Context: an optimization exercise on an open-source flow, tuned for small area, a short achievable clock period and few clock cycles. The choices shown serve that exercise and are no tape-out recipe.
Function was checked by simulation only, so behaviour that the tests miss may differ from the original.
Power figures rest on the tool's default switching activity, not on a simulated workload.

Setup of run 1:
==> flow/design.v <==
package ram_hs_pkg;
  localparam int CNT_W           = 4;
  localparam int MAX_WAIT_STATES = (1 << CNT_W) - 1;
  function automatic bit wait_states_ok(input int ws);
    wait_states_ok = (ws >= 0) && (ws <= MAX_WAIT_STATES);
  endfunction
endpackage
module ram_hs_array
#(
  parameter int WIDTH  = 8,
  parameter int ADDR_W = 8
) (
  input  logic                 clk,
  input  logic [63:0]          nlo_g,     
  input  logic [15:0]          nwrow,     
  input  logic [15:0]          wsel_h,    
  input  logic [15:0]          wsel_l,    
  input  logic [3:0]           nrow,      
  input  logic [WIDTH-1:0]     wdata_n,   
  output logic [4*WIDTH-1:0]   grp_r      
);
  localparam int DEPTH = 1 << ADDR_W;
  logic [WIDTH-1:0] mem_r [DEPTH];
  logic [WIDTH-1:0] row_s [16];
  logic [WIDTH-1:0] grp_s [4];
  for (genvar i = 0; i < DEPTH; i++) begin : g_word
    logic en, en_n;
    assign en   = !(nwrow[i / 16] || nlo_g[(i / 64) * 16 + i % 16]);
    assign en_n = !(wsel_h[i / 16] && wsel_l[i % 16]);
    always_ff @(posedge clk) begin
      mem_r[i] <= ~((wdata_n | {WIDTH{en_n}}) & (mem_r[i] | {WIDTH{en}}));
    end
  end
  always_comb begin
    for (int r = 0; r < 16; r++) begin
      row_s[r] = {WIDTH{1'b1}};
      for (int l = 0; l < 16; l++)
        row_s[r] = row_s[r] & (mem_r[r * 16 + l] | {WIDTH{nlo_g[(r / 4) * 16 + l]}});
    end
    for (int g = 0; g < 4; g++) begin
      grp_s[g] = {WIDTH{1'b1}};
      for (int m = 0; m < 4; m++)
        grp_s[g] = grp_s[g] & (row_s[g * 4 + m] | {WIDTH{nrow[m]}});
    end
  end
  always_ff @(posedge clk) begin
    for (int g = 0; g < 4; g++) grp_r[g*WIDTH +: WIDTH] <= grp_s[g];
  end
endmodule
module ram_hs
#(
  parameter int WIDTH       = 8,
  parameter int ADDR_W      = 8,
  parameter int WAIT_STATES = 2
) (
  input  logic              clk,
  input  logic              reset,
  input  logic              req,
  input  logic              we,
  input  logic [ADDR_W-1:0] adr,
  input  logic [WIDTH-1:0]  writedata,
  output logic [WIDTH-1:0]  memdata,
  output logic              ready,
  output logic              busy
);
  generate
    if (!ram_hs_pkg::wait_states_ok(WAIT_STATES)) begin : g_bad_wait_states
      $error("ram_hs: WAIT_STATES must be within 0..15");
    end
    if (ADDR_W != 8) begin : g_bad_adr_w
      $error("ram_hs: the array is built for ADDR_W 8");
    end
  endgenerate
  logic              clr_r, v_r, we_r, par_r, par_s, wr_s;
  logic              v2_r, we2_r, par2_r, ready_r;
  logic [WIDTH-1:0]  wdata_n_r, wd2_r, memdata_r, rd_s;
  logic [63:0]       nlo_g_r;
  logic [15:0]       nwrow_r, wsel_h_r, wsel_l_r;
  logic [3:0]        nrow_r;
  logic [4*WIDTH-1:0] grp_r;
  assign par_s = clr_r ? 1'b0 : !par_r;
  always_ff @(posedge clk) par_r <= par_s;
  assign wr_s = req && we;
  always_ff @(posedge clk) begin
    clr_r <= reset;
    v_r   <= req && !reset;
    we_r  <= we;
    wdata_n_r <= reset ? {WIDTH{1'b1}} : (writedata ^ {WIDTH{par_s}});
  end
  always_ff @(posedge clk) begin
    for (int g = 0; g < 4; g++)
      for (int l = 0; l < 16; l++)
        nlo_g_r[g*16 + l] <= !(reset || (adr[7:6] == 2'(g) && adr[3:0] == 4'(l)));
    for (int h = 0; h < 16; h++) begin
      nwrow_r[h]  <= !(reset || (wr_s && adr[7:4] == 4'(h)));
      wsel_h_r[h] <= reset || (wr_s && adr[7:4] == 4'(h));
      wsel_l_r[h] <= reset || adr[3:0] == 4'(h);
    end
    for (int m = 0; m < 4; m++) nrow_r[m] <= adr[5:4] != 2'(m);
  end
  ram_hs_array #(
    .WIDTH  (WIDTH),
    .ADDR_W (ADDR_W)
  ) u_array (
    .clk     (clk),
    .nlo_g   (nlo_g_r),
    .nwrow   (nwrow_r),
    .wsel_h  (wsel_h_r),
    .wsel_l  (wsel_l_r),
    .nrow    (nrow_r),
    .wdata_n (wdata_n_r),
    .grp_r   (grp_r)
  );
  always_ff @(posedge clk) begin
    v2_r   <= v_r && !reset;
    we2_r  <= we_r;
    wd2_r  <= wdata_n_r ^ {WIDTH{par_r}};    
    par2_r <= par_r;
  end
  always_comb begin
    rd_s = {WIDTH{1'b1}};
    for (int g = 0; g < 4; g++) rd_s = rd_s & grp_r[g*WIDTH +: WIDTH];
  end
  always_ff @(posedge clk) begin
    ready_r   <= v2_r && !reset;
    memdata_r <= we2_r ? wd2_r : (rd_s ^ {WIDTH{par2_r}});
  end
  assign memdata = memdata_r;
  assign ready   = ready_r;
  assign busy    = 1'b0;
endmodule
clock: 8.0 ns
lec_check: 0
cap_margin: 20
core_margin: 2
core_utilization: 55
cts_cluster_diameter: 100
cts_cluster_size: 30
slew_margin: 20
standard.sh (not shown) runs the stock make flow with config.mk's settings and CLKGATE_MAP_FILE= SYNTH_SCRIPT=/design/flow/synth_recipe.tcl, a recipe that flattens the netlist after the stock synthesis.
==> flow/flow/run.sh <==
#!/bin/bash
# Layout: the standard flow, with timing repair asked to leave 5.4 ns of
# setup slack at the 8 ns clock (the settings list caps that margin at 5).
# make's output goes to standard.log; ORFS's own per-step logs stay under orfs/logs.
set -euo pipefail
export SETUP_SLACK_MARGIN=5.4
bash standard.sh > standard.log 2>&1
Testbench counts of run 1, summed over its fixed seeds: cycles 12,024.
#### Input delta (run 2 over run 1)
- CTS_CLUSTER_SIZE: 30 -> 25
- CTS_CLUSTER_DIAMETER: 100 -> 120
### Flow results
Fraction of final layout cells with drive strength greater than 1: run 2 > run 1. Against run 1 as the reference, run 2 delivers a lower global-route met1 utilization. Comparing run 2 with run 1, the insertion delay of the later-clocked pin in the worst-skew pair came out essentially unchanged. The lower summed area of non-filler cells in the final layout of run 2 and run 1 is in run 1. Going from run 1 to run 2, maximum frequency shows a reduction of 0.61%; via count was more or less identical.
Input changes introduced in run 3 (baseline for comparison: run 2):
- CTS_CLUSTER_DIAMETER now 80, was 120
==> flow/flow/run.sh <==
#!/bin/bash
# Layout: the standard flow, with timing repair asked to leave 5.3 ns of
# setup slack at the 8 ns clock (the settings list caps that margin at 5).
# make's output goes to standard.log; ORFS's own per-step logs stay under orfs/logs.
set -euo pipefail
export SETUP_SLACK_MARGIN=5.3
bash standard.sh > standard.log 2>&1
Notes after the runs:
- Comparing run 2 against run 3, there is no change at all in area after synthesis.
- Utilization up 0.22 points in run 3 wrt run 2
- Compared with run 2, run 3 is the more power-hungry design.
- Clock-buffer cell count went up by a little under 10% going from run 2 to run 3.
- Post-layout instance count excluding filler cells of run 3 exceeds that of run 2 slightly.
- Delta (run 3 minus run 2): final cell area excluding filler cells now larger, post-CTS setup-driven buffer insertion count now smaller.
Here is what was changed in the inputs of run 4 compared with run 3.
==> flow/flow/run.sh <==
#!/bin/bash
# Layout: the standard flow, with timing repair asked to leave 5.4 ns of
# setup slack at the 8 ns clock (the settings list caps that margin at 5).
# make's output goes to standard.log; ORFS's own per-step logs stay under orfs/logs.
set -euo pipefail
export SETUP_SLACK_MARGIN=5.4
bash standard.sh > standard.log 2>&1
### Flow results
- Diff run 3 -> run 4: sequential share of layout area essentially unchanged; fraction of cell area in non-clock buffers stayed essentially flat; minimum clock period after layout now larger; power per cell area essentially unchanged; number of iterations in the first detailed-routing pass went up 1.
- Status: final cell utilization of the core parity (run 4, run 3)
- There was hardly any difference in total routed wirelength between run 3 and run 4.

========
Another version of the RTL of ram_hs (not shown whole).
For scale: ~7100 cells after synthesis, ~2200 flip-flops, roughly 72000 µm² of cells after synthesis.
==> flow/config.mk <==
export PLATFORM = sky130hd
export DESIGN_NAME = ram_hs
export DESIGN_NICKNAME = ram_hs
export VERILOG_FILES = /design/flow/design.v
export SDC_FILE = /design/flow/constraint.sdc
export NUM_CORES = 4
export LEC_CHECK = 0
export CAP_MARGIN = 20
export CORE_MARGIN = 2
export CORE_UTILIZATION = 60
export CTS_CLUSTER_DIAMETER = 90
export CTS_CLUSTER_SIZE = 28
export SLEW_MARGIN = 20
==> flow/constraint.sdc <==
create_clock -name core_clock -period 8.0 [get_ports {clk}]
set_input_delay 1.6000 -clock core_clock [delete_from_list [all_inputs] [get_ports {clk}]]
set_output_delay 1.6000 -clock core_clock [all_outputs]
set_load 0.01 [all_outputs]
==> flow/flow/run.sh <==
#!/bin/bash
# Layout: the standard flow, with timing repair asked to leave 5.4 ns of
# setup slack at the 8 ns clock (the settings list caps that margin at 5).
# make's output goes to standard.log; ORFS's own per-step logs stay under orfs/logs.
set -euo pipefail
export SETUP_SLACK_MARGIN=5.4
bash standard.sh > standard.log 2>&1
Testbench counts at the start, summed over its fixed seeds: cycles 12,024.
==> next run, changes <==
--- a/flow/config.mk
+++ b/flow/config.mk
@@ -9,3 +9,3 @@
 export CORE_MARGIN = 2
-export CORE_UTILIZATION = 60
+export CORE_UTILIZATION = 75
 export CTS_CLUSTER_DIAMETER = 90
=> Clock power goes down slightly; worst setup slack gets worse by 0.029 ns; cell area decreases slightly; maximum frequency fell slightly; power goes down slightly; sequential cell count is unchanged; wire length goes down by a few percent; global-route usage rises by 6.7 points; final cell count goes down by a few percent.

========
Setup of north:
ram_hs, a different RTL version from the one above (not shown whole).
Size in the first run: about 7100 cells after synthesis, roughly 2200 flip-flops, ~0.072 mm² of cells after synthesis.
Settings: LEC_CHECK=0, CAP_MARGIN=20, CORE_MARGIN=2, CORE_UTILIZATION=65, CTS_CLUSTER_DIAMETER=80, CTS_CLUSTER_SIZE=25, SETUP_SLACK_MARGIN=5, SLEW_MARGIN=20; clock period 8.0 ns.
run.sh (not shown) runs the stock make flow with config.mk's settings and CLKGATE_MAP_FILE= SYNTH_SCRIPT=/design/flow/synth_recipe.tcl, a recipe that flattens the netlist after the stock synthesis.
Stock flow here: none of the scripts above is used.
north: all stages complete, timing, DRC and antenna checks passed
Testbench counts of north, summed over its fixed seeds: cycles 12,024.
For middle, these inputs were changed with respect to north:
Settings: CORE_UTILIZATION changed from 65 to 55.
Notes after the runs:
Die area of middle exceeds that of north by more than 10%.
Of north and middle, the higher post-placement cell count belongs to middle.
Leakage power: higher on middle
Changes observed in middle relative to north: number of top-level pins level; worst setup slack moved down.
| cell area after layout | middle vs north | 470 µm² higher |
north and middle ended up with nearly the same switching power as a share of total power.
For middle, the start point of the critical path was wsel_l_r[14], unlike north, where it was wsel_l_r[7].
Looking at final core area utilization, middle sits 9.9 points below north.
As of middle, post-detailed-route wirelength per cell had risen slightly compared to north.

-- static timing again, ports no longer ideal --
How much do the figures lean on ideal ports? The routed layouts below were timed once more, with nothing changed but the port constraints. Step 1 sets driving cells, clkbuf_16 on the clock port and buf_2 on the other inputs (assumed; they add their load-dependent delay and slew). Step 2, shift: input delay + t, output delay - t, t = (earliest + latest rising clock arrival at the registers) / 2. This alone moves slack from input paths to output paths. Three values: ideal ports, drivers, drivers and shift; two values: the first two.
run | shift t [ns] | setup slack, ns | worst hold slack (ns) | worst setup path at the end | pins driven straight from the clock port
run 1 | 0.822 | 5.203 / 5.121 / 4.740 | 0.341 / 0.341 / 0.341 | input to register | 1
run 2 | 0.826 | 5.186 / 5.104 / 4.750 | 0.342 / 0.342 / 0.342 | input to register | 1
run 3 | 0.823 | 5.203 / 5.120 / 4.765 | 0.337 / 0.337 / 0.337 | input to register | 1
run 4 | 0.822 | 5.198 / 5.115 / 4.741 | 0.338 / 0.338 / 0.338 | input to register | 1
the first run of note 2 | 0.824 | 5.219 / 5.134 / 4.749 | 0.460 / 0.460 / 0.460 | input to register | 1
the second run of note 2 | 0.795 | 5.190 / 5.109 / 4.716 | 0.456 / 0.456 / 0.456 | input to register | 1
north | 0.823 | 4.945 / 4.945 / 4.692 | 0.344 / 0.344 / 0.344 | input to register | 1
middle | 0.845 | 4.910 / 4.910 / 4.673 | 0.336 / 0.336 / 0.336 | input to register | 1
After both steps every run listed still meets setup and hold. For the second run of note 2, which loses most, drivers alone change the setup slack by -0.081 ns; drivers and shift together by -0.474 ns.
